This is an optimization exercise on Yosys and OpenROAD, whose aim is small area, a short achievable clock period and few clock cycles per item, not a production implementation.
In this exercise RTL edits were held to simulation tests only and were not proved equivalent to the original.
Power figures rest on the tool's default switching activity, not on a simulated workload.

Design indent_style_detector_core, start of the top module:
module indent_style_detector_core (
	input  logic        clk,
	input  logic        arst_n,
	input  logic        in_valid,
	output logic        in_ready,
	input  logic [7:0]  text_byte,
	input  logic        has_byte,
	input  logic        end_of_line,
	output logic        out_valid,
	input  logic        out_ready,
	output logic        keep_going,
	output logic [1:0]  tab_style,
	output logic [7:0]  indent_size,
	output logic [31:0] lines_seen,
	input  logic        cfg_we,
	input  logic [1:0]  cfg_index,
	input  logic [15:0] cfg_data
);
export LEC_CHECK = 0
export ABC_AREA = 1
export CAP_MARGIN = 20
export CORE_MARGIN = 2
export CORE_UTILIZATION = 55
export PLACE_DENSITY = 0.7
export SETUP_SLACK_MARGIN = 5.0
export SLEW_MARGIN = 20
create_clock -name core_clock -period 8.0 [get_ports {clk}]
standard.sh (not shown) runs the stock make flow with config.mk's settings and CLKGATE_MAP_FILE= SYNTH_SCRIPT=/design/flow/synth_recipe.tcl, a recipe that flattens the netlist after the stock synthesis.
==> flow/flow/run.sh <==
#!/bin/bash
# The standard layout (standard.sh, unchanged synthesis and steps) with three
# tool settings changed: port buffers use the plain buf cell family, CTS uses clkbuf_16 with clusters of up to 24 sinks and adds no
# dummy loads, and the setup margin stays at 5.0.
# The clock period and I/O constraints are untouched.
set -euo pipefail
sed -e 's/SETUP_SLACK_MARGIN=[0-9.]*/SETUP_SLACK_MARGIN=5.0 "BUFFER_PORTS_ARGS=-buffer_cell sky130_fd_sc_hd__buf_2" "CTS_ARGS=-sink_clustering_enable -repair_clock_nets -dont_use_dummy_load -buf_list sky130_fd_sc_hd__clkbuf_16 -sink_clustering_size 24 -sink_clustering_max_diameter 60"/' standard.sh > standard_tuned.sh
bash standard_tuned.sh > standard.log 2>&1
The baseline produced a clean layout.
Testbench counts at the start, summed over its fixed seeds: cycles 171,851, lines 9,600.
Then changed:
==> flow/flow/run.sh (replaced) <==
#!/bin/bash
# The standard layout (standard.sh, unchanged synthesis and steps) with three
# tool settings changed: port buffers use the plain buf cell family, CTS uses clkbuf_8 and adds no
# dummy loads, and the setup margin stays at 5.0.
# The clock period and I/O constraints are untouched.
set -euo pipefail
sed -e 's/SETUP_SLACK_MARGIN=[0-9.]*/SETUP_SLACK_MARGIN=5.0 "BUFFER_PORTS_ARGS=-buffer_cell sky130_fd_sc_hd__buf_2" "CTS_ARGS=-sink_clustering_enable -repair_clock_nets -dont_use_dummy_load -buf_list sky130_fd_sc_hd__clkbuf_8"/' standard.sh > standard_tuned.sh
bash standard_tuned.sh > standard.log 2>&1
ABC_AREA = default   (was 1)
ABC_CLOCK_PERIOD_IN_PS = 3000   (was default)
=> Total power goes down by 17%. Routed wire length goes up by 16%. Clock-buffer cell count goes up by 26. Final cell count goes down by 11%.


job 101:
indent_style_detector_core, a different RTL version from the one above (not shown whole).
Size: about 2,700 cells after synthesis, ~370 flip-flops, roughly 78 I/O pins, roughly 22,000 um2 of cells after synthesis.
==> flow/config.mk <==
export PLATFORM = sky130hd
export DESIGN_NAME = indent_style_detector_core
export DESIGN_NICKNAME = indent_style_detector_core
export VERILOG_FILES = /design/flow/design.v
export SDC_FILE = /design/flow/constraint.sdc
export NUM_CORES = 4
export LEC_CHECK = 0
export ABC_AREA = 1
export CAP_MARGIN = 20
export CORE_MARGIN = 2
export CORE_UTILIZATION = 55
export PLACE_DENSITY = 0.7
export SETUP_SLACK_MARGIN = 5.0
export SLEW_MARGIN = 20
==> flow/constraint.sdc <==
create_clock -name core_clock -period 8.0 [get_ports {clk}]
set_input_delay 1.6000 -clock core_clock [delete_from_list [all_inputs] [get_ports {clk}]]
set_output_delay 1.6000 -clock core_clock [all_outputs]
set_load 0.01 [all_outputs]
==> flow/flow/run.sh <==
#!/bin/bash
set -euo pipefail
sed 's/SETUP_SLACK_MARGIN=[0-9.]*/SETUP_SLACK_MARGIN=5.4/' standard.sh > standard_margin.sh
bash standard_margin.sh > standard.log 2>&1
The flow did not stop early for job 101: all stages ran, and the layout cleared the timing, design-rule and antenna checks.
Testbench counts of job 101, summed over its fixed seeds: cycles 171,851, lines 9,600.
The inputs of job 102 differ from those of job 101 as listed below.
Settings: changing PLACE_DENSITY from 0.7 to 0.8; changing CORE_UTILIZATION from 55 to 65.
==> flow/flow/run.sh <==
#!/bin/bash
# The standard layout (standard.sh, unchanged synthesis and steps) with three
# tool settings changed: port buffers use the plain buf cell family, CTS uses clkbuf_8 and adds no
# dummy loads, and the setup margin stays at 5.0.
# The clock period and I/O constraints are untouched.
set -euo pipefail
sed -e 's/SETUP_SLACK_MARGIN=[0-9.]*/SETUP_SLACK_MARGIN=5.0 "BUFFER_PORTS_ARGS=-buffer_cell sky130_fd_sc_hd__buf_2" "CTS_ARGS=-sink_clustering_enable -repair_clock_nets -dont_use_dummy_load -buf_list sky130_fd_sc_hd__clkbuf_8"/' standard.sh > standard_tuned.sh
bash standard_tuned.sh > standard.log 2>&1
Notes after the runs:
- Job 102 | status: complete | timing, DRC, antenna: pass
- Taking job 102 over job 101, the die area ratio works out to 0.849.
- Diff job 101 -> job 102: length of routed wiring on met1 down about 9%, number of buffers created by CTS went up 15.
The inputs of job 103 differ from those of job 102 as listed below.
Settings: swapping 0.8 for 0.7 in PLACE_DENSITY; swapping 65 for 55 in CORE_UTILIZATION.
--- outcome ---
Worst slew margin relative to its limit (lower): job 103. On depth of the worst register-to-register path, the higher figure sits with job 102, not job 103. Of job 102 and job 103, the run reporting the higher share of the final layout cell area in multi-input gates was job 102. Higher routed metal-1 wirelength among job 102 and job 103: job 103. STATUS design area: job 103 loses against job 102.


== run A ==
indent_style_detector_core with an RTL version that a note above also has.
For scale: roughly 370 flip-flops, ~78 I/O pins, roughly 0.022 mm2 of cells after synthesis.
clock: 8.0 ns
lec_check: 0
abc_area: 1
cap_margin: 20
core_margin: 2
core_utilization: 55
place_density: 0.7
setup_slack_margin: 5.0
slew_margin: 20
==> flow/flow/run.sh <==
#!/bin/bash
# The standard layout (standard.sh, unchanged synthesis and steps) with three
# tool settings changed (and the wire-load timing repair at floorplan is skipped, as REMOVE_ABC_BUFFERS does): port buffers use the plain buf cell family, CTS uses clkbuf_8 and adds no
# dummy loads, and the setup margin stays at 5.0.
# The clock period and I/O constraints are untouched.
set -euo pipefail
sed -e 's/SETUP_SLACK_MARGIN=[0-9.]*/SETUP_SLACK_MARGIN=5.0 REMOVE_ABC_BUFFERS=1 "BUFFER_PORTS_ARGS=-buffer_cell sky130_fd_sc_hd__buf_2" "CTS_ARGS=-sink_clustering_enable -repair_clock_nets -dont_use_dummy_load -buf_list sky130_fd_sc_hd__clkbuf_8"/' standard.sh > standard_tuned.sh
bash standard_tuned.sh > standard.log 2>&1
Run A: PASS, flow complete, no timing, DRC or antenna violations
Testbench counts of run A, summed over its fixed seeds: cycles 171,851, lines 9,600.
Changes in run B relative to run A:
Settings: ABC_AREA removed (was 1).
==> flow/flow/run.sh <==
#!/bin/bash
# The standard layout (standard.sh, unchanged synthesis and steps) with three
# tool settings changed: port buffers use the plain buf cell family, CTS uses clkbuf_8 and adds no
# dummy loads, and the setup margin stays at 5.0.
# The clock period and I/O constraints are untouched.
set -euo pipefail
sed -e 's/SETUP_SLACK_MARGIN=[0-9.]*/SETUP_SLACK_MARGIN=5.0 "BUFFER_PORTS_ARGS=-buffer_cell sky130_fd_sc_hd__buf_2" "CTS_ARGS=-sink_clustering_enable -repair_clock_nets -dont_use_dummy_load -buf_list sky130_fd_sc_hd__clkbuf_8"/' standard.sh > standard_tuned.sh
bash standard_tuned.sh > standard.log 2>&1
[summary]
- Run A has a lower required time at the worst-slack endpoint than run B.
- Comparing run A and run B, the lower mean number of vias per cell is on run A.
- Run A reports its commonest non-fill, non-tap cell in the layout as sky130_fd_sc_hd__nand2_1 while run B reports sky130_fd_sc_hd__edfxtp_1.
- [run B] power fell 860 uW relative to run A
- Logic gate share of total power (higher): run A
- Diff run A..run B | maximum number of buffers from clock root to sink | unchanged
- Final critical-path share of the clock period delta for run B relative to run A: 6.5 points higher
--- input diff run B..run C ---
Settings: ABC_AREA newly set to 1.
==> flow/flow/run.sh <==
#!/bin/bash
# The standard layout (standard.sh, unchanged synthesis and steps) with three
# tool settings changed (and the wire-load timing repair at floorplan is skipped, as REMOVE_ABC_BUFFERS does): port buffers use the plain buf cell family, CTS uses clkbuf_8 and adds no
# dummy loads, and the setup margin is 5.2.
# The clock period and I/O constraints are untouched.
set -euo pipefail
sed -e 's/SETUP_SLACK_MARGIN=[0-9.]*/SETUP_SLACK_MARGIN=5.2 REMOVE_ABC_BUFFERS=1 "BUFFER_PORTS_ARGS=-buffer_cell sky130_fd_sc_hd__buf_2" "CTS_ARGS=-sink_clustering_enable -repair_clock_nets -dont_use_dummy_load -buf_list sky130_fd_sc_hd__clkbuf_8"/' standard.sh > standard_tuned.sh
bash standard_tuned.sh > standard.log 2>&1
## What came out
Run C reached the final stage; the timing, design-rule and antenna checks on its layout passed.
On violation count after the first detailed-route iteration: between run B and run C, it ends up higher for run B.
Run C ended up with more standard cells than run B.
Re total buffers and inverters traversed by the critical path: run B and run C aren't equal, and the lower value belongs to run B.
Uppermost signal routing layer after detailed routing = met4: run C; uppermost signal routing layer after detailed routing = met5: run B
Run C: ratio of final minimum period to clock period is 7.1 points lower than what run B reported.
Summary of run C over run B: fraction of area in registers saw an increase; quantity of gates resized following cts fell by about 50%; cell count after synthesis now sits higher.
Per the comparison of run C with run B, total power grew by 23%, max-capacitance violation count closely matched the old numbers.
## Diff of input files: run D against run C
==> flow/flow/run.sh <==
#!/bin/bash
# The standard layout (standard.sh, unchanged synthesis and steps) with three
# tool settings changed: port buffers use the plain buf cell family, CTS uses clkbuf_8 and adds no
# dummy loads, and the setup margin stays at 5.0.
# The clock period and I/O constraints are untouched.
set -euo pipefail
sed -e 's/SETUP_SLACK_MARGIN=[0-9.]*/SETUP_SLACK_MARGIN=5.0 "BUFFER_PORTS_ARGS=-buffer_cell sky130_fd_sc_hd__buf_2" "CTS_ARGS=-sink_clustering_enable -repair_clock_nets -dont_use_dummy_load -buf_list sky130_fd_sc_hd__clkbuf_8"/' standard.sh > standard_tuned.sh
bash standard_tuned.sh > standard.log 2>&1
==> comparison <==
Compared to run C, run D has via count about 2.8% lower.
Per the comparison of run D with run C, latest clock arrival within the worst-skew pair about even; starting density of the core comparable; multi-input logic area lost 2.9%; fraction of met2 tracks used by global routing moved up; non-filler instance count after layout now sits lower.
Taking run C as the reference point, the fraction of power consumed by combinational cells of run D falls by 1.3 points.
Cmp run C and run D / post-CTS setup buffer count / higher: run C
After detailed routing, run C needs more wire than run D.
When run D is measured against run C, its routing usage on met1 turns out 0.28 points higher.

## static timing again, ports no longer ideal
Ports are ideal in the flow. The routed layouts listed here were re-timed in OpenROAD. Step 1 sets driving cells, clkbuf_16 on the clock port and buf_2 on the other inputs (assumed; they add their load-dependent delay and slew). Step 2 moves the port delays by t, midway between the first and last clock arrival at a register: inputs arrive t later, outputs are due t later. That takes back most of the time a late clock gives input paths. a / b / c = ideal ports / drivers / drivers and shift; a / b = the first two.
| run | shift t [ns] | slack for setup (ns) | hold slack, ns | latest minus earliest clock arrival (ns) | worst slew at a driven data input, ns |
|---|---|---|---|---|---|
| the first run of note 1 | 0.586 | 5.096 / 5.080 / 4.544 | 0.421 / 0.421 / 0.421 | 0.062 / 0.062 | 0.04 |
| the second run of note 1 | 0.674 | 4.557 / 4.557 / 4.245 | 0.423 / 0.423 / 0.423 | 0.099 / 0.099 | 0.07 |
| job 101 | 0.636 | 5.179 / 5.121 / 4.743 | 0.425 / 0.425 / 0.425 | 0.028 / 0.028 | 0.04 |
| job 102 | 0.683 | 5.055 / 5.002 / 4.472 | 0.399 / 0.399 / 0.399 | 0.051 / 0.051 | 0.04 |
| job 103 | 0.699 | 5.054 / 5.005 / 4.444 | 0.407 / 0.407 / 0.407 | 0.090 / 0.091 | 0.04 |
| run A | 0.655 | 5.078 / 5.028 / 4.497 | 0.417 / 0.417 / 0.417 | 0.059 / 0.059 | 0.07 |
| run B | 0.674 | 4.557 / 4.557 / 4.245 | 0.423 / 0.423 / 0.423 | 0.099 / 0.099 | 0.07 |
| run C | 0.654 | 5.126 / 5.073 / 4.535 | 0.416 / 0.416 / 0.416 | 0.058 / 0.058 | 0.08 |
| run D | 0.645 | 5.068 / 5.017 / 4.530 | 0.417 / 0.417 / 0.417 | 0.063 / 0.062 | 0.04 |
After both steps setup and hold are still met in every run listed. For job 103, which loses most, drivers alone change the setup slack by -0.049 ns; drivers and shift together by -0.610 ns.
